Source: an optimization exercise on an open RTL-to-GDS flow (aim: a short achievable clock period and few clock cycles). Production flows keep margins and buffers that such runs may drop. Power figures rest on the tool's default switching activity, not on a simulated workload.

==> job 2250 <==
// mips_core
module mips_core (
    input  logic                                clk,
    input  logic                                reset,
    input  logic                                run,
    input  logic                                imem_we,
    input  logic [$clog2(64)-1:0] imem_addr,
    input  mips_pkg::word_t                     imem_wdata,
    output logic                                retire,
    output mips_pkg::pc_t                       retire_pc,
    output logic                                wb_en,
    output mips_pkg::reg_addr_t                 wb_reg,
    output mips_pkg::word_t                     wb_data,
    output logic                                overflow,
    output logic                                store_en,
    output mips_pkg::word_t                     store_addr,
    output mips_pkg::word_t                     store_data
);
clock: 12.0 ns
lec_check: 0
abc_clock_period_in_ps: 4000
cap_margin: 20
core_margin: 2
core_utilization: 55
slew_margin: 20
standard.sh (not shown) runs the stock make flow with config.mk's settings and CLKGATE_MAP_FILE= SYNTH_SCRIPT=/design/flow/synth_recipe.tcl, a recipe that flattens the netlist after the stock synthesis.
==> flow/flow/run.sh <==
#!/bin/bash
set -euo pipefail
bash standard.sh SETUP_SLACK_MARGIN=8.3 finish > flow_make.log 2>&1
==> inputs of job 4684, as changes to job 2250 <==
--- a/flow/design.v
+++ b/flow/design.v
@@ -81,18 +81,21 @@
             pd_red[wa_q] <= w_red;
         end
     end
     logic [5:0]  pc_f;
     logic        v_d, pred_d;
     logic [31:0] ins_d;
     logic [5:0]  pc_d, alt_d;
-    logic        v_e, pred_e;
+    logic        v_e;
     logic [5:0]  pc_e, alt_e;
     logic [31:0] a_e, bx_e, t_e;
     logic        fa_e, fb_e, ft_e;
+    logic        s_00, s_10, s_01, s_11;             
+    logic        c_at, c_aw, c_wt, c_ww;             
+    logic        mpe_e, mpn_e;
     logic        rw_e, ld_e, st_e, beq_e, bne_e, ovf_e, sub_e;
     logic        m_sum, m_ld, m_and, m_or, m_nor, m_slt, m_b;
     logic [31:0] fw_q;
     logic [4:0]  wreg_q;
     logic [4:0]  dst_e;
     logic [5:0]  ea_e;
     logic [31:0] ains_e;
@@ -232,29 +235,44 @@
     logic       a_red;
     assign a_tgt = pd_tgt[alt_d];
     assign a_red = pd_red[alt_d] ^ flip[alt_d];
     assign a_1   = alt_d + 6'd1;
     always_ff @(posedge clk)
     begin
         if (reset || mispredict)
-            v_e <= 1'b0;
+            {v_e, mpe_e, mpn_e} <= 3'b000;
         else
-            v_e <= issue;
+        begin
+            v_e   <= issue;
+            mpe_e <= issue && (d_beq ? !pred_d : (d_bne && pred_d));
+            mpn_e <= issue && (d_beq ? pred_d : (d_bne && !pred_d));
+        end
     end
+    logic f_a, f_b, f_t;
+    assign f_a = v_e && rw_e && (dst_e == rs);
+    assign f_b = v_e && rw_e && (dst_e == rt) && !d_imm;
+    assign f_t = v_e && rw_e && (dst_e == rt);
     always_ff @(posedge clk)
     begin
         pc_e    <= pc_d;
         alt_e   <= alt_d;
-        pred_e  <= pred_d;
         a_e     <= rs_v;
         bx_e    <= d_sub ? ~(d_imm ? imm_v : rt_v) : (d_imm ? imm_v : rt_v);
         t_e     <= rt_v;
-        fa_e    <= v_e && rw_e && (dst_e == rs);
-        fb_e    <= v_e && rw_e && (dst_e == rt) && !d_imm;
-        ft_e    <= v_e && rw_e && (dst_e == rt);
+        fa_e    <= f_a;
+        fb_e    <= f_b;
+        ft_e    <= f_t;
+        s_00    <= !f_a && !f_b;
+        s_10    <= f_a && !f_b;
+        s_01    <= !f_a && f_b;
+        s_11    <= f_a && f_b;
+        c_at    <= (d_beq || d_bne) && !f_a && !f_t;
+        c_aw    <= (d_beq || d_bne) && f_a && !f_t;
+        c_wt    <= (d_beq || d_bne) && !f_a && f_t;
+        c_ww    <= (d_beq || d_bne) && f_a && f_t;
         {rw_e, ld_e, st_e, beq_e, bne_e, ovf_e, sub_e} <=
             {d_rw, d_ld, d_st, d_beq, d_bne, d_ovf, d_sub};
         m_sum   <= (d_sel == SEL_SUM) && !d_ld;
         m_ld    <= d_ld;
         m_and   <= (d_sel == SEL_AND);
         m_or    <= (d_sel == SEL_OR);
         m_nor   <= (d_sel == SEL_NOR);
@@ -267,46 +285,53 @@
         anext_e <= a_red ? a_tgt : a_1;
         aalt_e  <= a_red ? a_1 : a_tgt;
         aok_e   <= !(we_q && wa_q == alt_d);
     end
     logic [31:0] dmem [64];
     logic [31:0] a, bx, fwx, t, sum, res, ld_v;
     logic [31:0] sum_00, sum_10, sum_01, sum_11;
-    logic        slt, eq, taken, ovf;
+    logic        slt, eq, ovf;
     assign fwx    = fw_q ^ {32{sub_e}};
     assign sum_00 = a_e + bx_e + {31'b0, sub_e};
     assign sum_10 = fw_q + bx_e + {31'b0, sub_e};
     assign sum_01 = a_e + fwx + {31'b0, sub_e};
     assign sum_11 = fw_q + fwx + {31'b0, sub_e};
-    assign sum    = fa_e ? (fb_e ? sum_11 : sum_10) : (fb_e ? sum_01 : sum_00);
+    assign sum    = ({32{s_00}} & sum_00) | ({32{s_10}} & sum_10)
+                  | ({32{s_01}} & sum_01) | ({32{s_11}} & sum_11);
     assign a    = fa_e ? fw_q : a_e;
     assign bx   = fb_e ? fwx : bx_e;         
     assign t    = ft_e ? fw_q : t_e;
     assign ovf  = (a[31] == bx[31]) && (sum[31] != a[31]);
     assign slt  = (a[31] == bx[31]) ? a[31] : sum[31];
     assign ld_v = dmem[ea_e];
     logic eq_at, eq_wt, eq_aw;
     assign eq_at = (a_e == t_e);
     assign eq_aw = (fw_q == t_e);
     assign eq_wt = (a_e == fw_q);
-    assign eq    = fa_e ? (ft_e || eq_aw) : (ft_e ? eq_wt : eq_at);
-    assign taken = (beq_e && eq) || (bne_e && !eq);
-    assign mispredict = v_e && (beq_e || bne_e) && (taken != pred_e);
+    assign eq    = (c_at & eq_at) | (c_aw & eq_aw) | (c_wt & eq_wt) | c_ww;
+    assign mispredict = eq ? mpe_e : mpn_e;
     assign res = ({32{m_sum}} & sum) | ({32{m_ld}} & ld_v) | ({32{m_and}} & (a & bx))
                | ({32{m_or}} & (a | bx)) | ({32{m_nor}} & ~(a | bx))
                | {31'b0, m_slt & slt} | ({32{m_b}} & bx);
+    logic       mp_q;
+    logic [5:0] mp_pc_q;
     always_ff @(posedge clk)
     begin
-        if (reset)
+        mp_q    <= mispredict && !reset;
+        mp_pc_q <= pc_e;
+    end
+    always_ff @(posedge clk)
+    begin
+        if (reset_q)
         begin
             for (int i = 0; i < 64; i++)
                 flip[i] <= 1'b0;
         end
-        else if (mispredict)
-            flip[pc_e] <= !flip[pc_e];
+        else if (mp_q)
+            flip[mp_pc_q] <= !flip[mp_pc_q];
     end
     always_ff @(posedge clk)
     begin
         if (v_e && st_e)
             dmem[ea_e] <= t;
     end
     always_ff @(posedge clk)
==> inputs of job 7096, as changes to job 2250 <==
--- a/flow/design.v
+++ b/flow/design.v
@@ -45,44 +45,34 @@
     output mips_pkg::reg_addr_t                 wb_reg,
     output mips_pkg::word_t                     wb_data,
     output logic                                overflow,
     output logic                                store_en,
     output mips_pkg::word_t                     store_addr,
     output mips_pkg::word_t                     store_data
 );
-    logic        reset_q, we_q;
-    logic [5:0]  wa_q;
-    logic [31:0] wd_q;
-    always_ff @(posedge clk)
-    begin
-        reset_q <= reset;
-        we_q    <= imem_we;
-        wa_q    <= imem_addr;
-        wd_q    <= imem_wdata;
-    end
     logic [31:0] imem   [64];
     logic [5:0]  pd_tgt [64];    
     logic        pd_red [64];    
     logic        flip   [64];    
     logic [5:0]  w_op;
     logic        w_j, w_br, w_same, w_red;
     logic [5:0]  w_tgt;
-    assign w_op   = wd_q[31:26];
+    assign w_op   = imem_wdata[31:26];
     assign w_j    = (w_op == 6'h02);
     assign w_br   = (w_op == 6'h04) || (w_op == 6'h05);
-    assign w_same = (wd_q[25:21] == wd_q[20:16]);
-    assign w_tgt  = w_j ? wd_q[5:0] : (wa_q + 6'd1 + wd_q[5:0]);
-    assign w_red  = w_j || (w_br && (w_same ? !w_op[0] : (wd_q[15] || w_op[0])));
+    assign w_same = (imem_wdata[25:21] == imem_wdata[20:16]);
+    assign w_tgt  = w_j ? imem_wdata[5:0] : (imem_addr + 6'd1 + imem_wdata[5:0]);
+    assign w_red  = w_j || (w_br && (w_same ? !w_op[0] : (imem_wdata[15] || w_op[0])));
     always_ff @(posedge clk)
     begin
-        if (we_q)
+        if (imem_we)
         begin
-            imem[wa_q]   <= wd_q;
-            pd_tgt[wa_q] <= w_tgt;
-            pd_red[wa_q] <= w_red;
+            imem[imem_addr]   <= imem_wdata;
+            pd_tgt[imem_addr] <= w_tgt;
+            pd_red[imem_addr] <= w_red;
         end
     end
     logic [5:0]  pc_f;
     logic        v_d, pred_d;
     logic [31:0] ins_d;
     logic [5:0]  pc_d, alt_d;
     logic        v_e, pred_e;
@@ -94,52 +84,47 @@
     logic [31:0] fw_q;
     logic [4:0]  wreg_q;
     logic [4:0]  dst_e;
     logic [5:0]  ea_e;
     logic [31:0] ains_e;
     logic        ared_e;
     logic [5:0]  anext_e, aalt_e;
-    logic        aok_e;      
     localparam logic [2:0] SEL_SUM = 3'd0, SEL_AND = 3'd1, SEL_OR = 3'd2, SEL_NOR = 3'd3,
                            SEL_SLT = 3'd4, SEL_B = 3'd5;
     logic        mispredict, issue, fetch_ok, ld_haz;
     logic [31:0] ins_f;
     logic [5:0]  tgt_f, pc_f1, next_f, alt_f;
     logic        red_f;
     assign ins_f  = imem[pc_f];
     assign tgt_f  = pd_tgt[pc_f];
     assign red_f  = pd_red[pc_f] ^ flip[pc_f];
     assign pc_f1  = pc_f + 6'd1;
     assign next_f = red_f ? tgt_f : pc_f1;
     assign alt_f  = red_f ? pc_f1 : tgt_f;
     logic        z_hit;
     logic [5:0]  z_next, z_alt;
-    assign z_hit  = (we_q && wa_q == 6'd0) || (imem_we && imem_addr == 6'd0);
+    assign z_hit  = imem_we && (imem_addr == 6'd0);
     assign z_next = pd_red[0] ? pd_tgt[0] : 6'd1;
     assign z_alt  = pd_red[0] ? 6'd1 : pd_tgt[0];
     assign issue    = v_d && run && !ld_haz;
-    logic whit;
-    assign whit     = we_q && (wa_q == pc_f);    
-    assign fetch_ok = !whit && (!v_d || issue);
+    assign fetch_ok = !v_d || issue;
     always_ff @(posedge clk)
     begin
         if (reset)
             pc_f <= z_hit ? 6'd0 : z_next;
         else if (mispredict)
-            pc_f <= aok_e ? anext_e : alt_e;
+            pc_f <= anext_e;
         else if (fetch_ok)
             pc_f <= next_f;
     end
     always_ff @(posedge clk)
     begin
         if (reset)
             v_d <= !z_hit;
-        else if (mispredict)
-            v_d <= aok_e;
-        else if (fetch_ok)
+        else if (mispredict || fetch_ok)
             v_d <= 1'b1;
         else if (issue)
             v_d <= 1'b0;
     end
     always_ff @(posedge clk)
     begin
         if (reset)
@@ -210,28 +195,20 @@
             6'h05: d_bne = 1'b1;
             default: ;
         endcase
         if (d_dst == 5'd0)
             d_rw = 1'b0;
     end
     assign imm_v = d_lui ? {imm, 16'b0} : d_ze ? {16'b0, imm} : {{16{imm[15]}}, imm};
-    assign rs_rf = (rs == 5'd0 || reset_q) ? '0 : rf[rs];
-    assign rt_rf = (rt == 5'd0 || reset_q) ? '0 : rf[rt];
+    assign rs_rf = (rs == 5'd0) ? '0 : rf[rs];
+    assign rt_rf = (rt == 5'd0) ? '0 : rf[rt];
     assign rs_v  = (wreg_q != 5'd0 && wreg_q == rs) ? fw_q : rs_rf;
     assign rt_v  = (wreg_q != 5'd0 && wreg_q == rt) ? fw_q : rt_rf;
-    logic        base_ex;
-    logic [7:0]  lo_a, lo_bx, lo_res;
-    assign base_ex = v_e && rw_e && (dst_e == rs);
-    assign ld_haz  = (d_ld || d_st) && base_ex && (m_slt || m_ld);
-    assign lo_a    = fa_e ? fw_q[7:0] : a_e[7:0];
-    assign lo_bx   = fb_e ? fw_q[7:0] ^ {8{sub_e}} : bx_e[7:0];
-    assign lo_res  = ({8{m_sum}} & (lo_a + lo_bx + {7'b0, sub_e})) | ({8{m_and}} & (lo_a & lo_bx))
-                   | ({8{m_or}} & (lo_a | lo_bx)) | ({8{m_nor}} & ~(lo_a | lo_bx))
-                   | ({8{m_b}} & lo_bx);
-    assign ea_d    = (base_ex ? lo_res : rs_v[7:0]) + imm[7:0];
+    assign ld_haz = (d_ld || d_st) && v_e && rw_e && (dst_e == rs);
+    assign ea_d   = rs_v[7:0] + imm[7:0];
     logic [5:0] a_tgt, a_1;
     logic       a_red;
     assign a_tgt = pd_tgt[alt_d];
     assign a_red = pd_red[alt_d] ^ flip[alt_d];
     assign a_1   = alt_d + 6'd1;
     always_ff @(posedge clk)
     begin
@@ -262,15 +239,14 @@
         m_b     <= (d_sel == SEL_B);
         dst_e   <= d_dst;
         ea_e    <= ea_d[7:2];
         ains_e  <= imem[alt_d];
         ared_e  <= a_red;
         anext_e <= a_red ? a_tgt : a_1;
         aalt_e  <= a_red ? a_1 : a_tgt;
-        aok_e   <= !(we_q && wa_q == alt_d);
     end
     logic [31:0] dmem [64];
     logic [31:0] a, bx, fwx, t, sum, res, ld_v;
     logic [31:0] sum_00, sum_10, sum_01, sum_11;
     logic        slt, eq, taken, ovf;
     assign fwx    = fw_q ^ {32{sub_e}};
     assign sum_00 = a_e + bx_e + {31'b0, sub_e};
@@ -339,15 +315,15 @@
     always_ff @(posedge clk)
     begin
         if (v_e && rw_e)
             fw_q <= res;
     end
     always_ff @(posedge clk)
     begin
-        if (reset_q)
+        if (reset)
         begin
             for (int i = 1; i < 32; i++)
                 rf[i] <= '0;
         end
         else if (wreg_q != 5'd0)
             rf[wreg_q] <= fw_q;
     end
==> results.txt <==
|  | job 7096 | job 4684 | job 2250 |
|---|---|---|---|
| Status | finished clean | finished clean | finished clean |
| Total number of sequential cells | 6036 | 6085 | 6077 |
| Cell depth of the worst setup path | 1 | 1 | 16 |
| Time the worst path needs with I/O delays and setup | 4.15 ns | 4.15 ns | 4.36 ns |
| Number of clock buffers in the layout | 830 | 838 | 863 |
| Post-Place Worst Slack | 5.36 ns | 5.75 ns | 5.32 ns |
| Share of synthesized cell area in full adder, half adder and majority cells | 0.658% | 0.716% | 0.719% |
| GR met1 Demand/Resource | 51.7% | 53.4% | 53.4% |
| Clk pwr | 19.6 mW | 19.9 mW | 19.8 mW |
| Antenna fix cells | 20 | 27 | 39 |
| Fill cell instance count of the final layout | 33.4k | 34.0k | 33.3k |
| Type of the worst setup path | flop to output pin | flop to output pin | flop to flop |
| Post-detailed-placement half-perimeter wirelength | 527000 µm | 550000 µm | 532000 µm |
| Switch Pwr | 28.7 mW | 26.5 mW | 26.1 mW |
| Timing-limited maximum frequency | 241 MHz | 241 MHz | 229 MHz |
| Drt wl/cell | 43.5 µm | 43.9 µm | 45.5 µm |
| Cells after Synth | 14.6k | 15.0k | 14.8k |
| Post-Layout Cell Count | 22.3k | 22.7k | 22.5k |
| Sequential share of the synthesized area | 66.1% | 65.7% | 66.0% |
| Cell row count | 257 | 258 | 257 |
| GR Util All Layers | 37.9% | 39.2% | 40.4% |
| Post-detailed-routing wire length | 971000 µm | 998000 µm | 1020000 µm |
| Post-route fraction of the period consumed by the critical path | 34.6% | 34.6% | 36.4% |
| Pin count of the biggest net entering global routing | 100 | 111 | 94 |
| Tap cell count | 6475 | 6500 | 6475 |
No run of this note included a check of the RTL's function; only the layout flow was run.

-- what the ideal ports hide --
The flow's constraints put no driver on any port. The routed layouts listed below were extracted and timed again, unchanged, in two steps.
Step 1: set_driving_cell puts a clkbuf_16 on clk and a buf_2 on each other input, an assumption about the parent block.
Step 2 also shifts input and output timing later by t, the mid clock arrival at the registers, as if the neighbouring blocks saw the same clock.
a / b / c = ideal / step 1 / step 2; a / b = the first two.
run	shift t [ns]	setup slack, ns	worst setup path at the end	clock arrival spread, ns
job 2250	1.236	7.637 / 7.637 / 6.555	input to register	0.095 / 0.094
job 4684	1.230	7.851 / 7.724 / 6.987	input to register	0.093 / 0.093
job 7096	1.222	7.845 / 7.727 / 7.080	input to register	0.095 / 0.094
After both steps every run listed still meets setup and hold. The setup slack of job 2250, which loses most, moves by 0.000 ns with the drivers and by -1.082 ns with both steps.
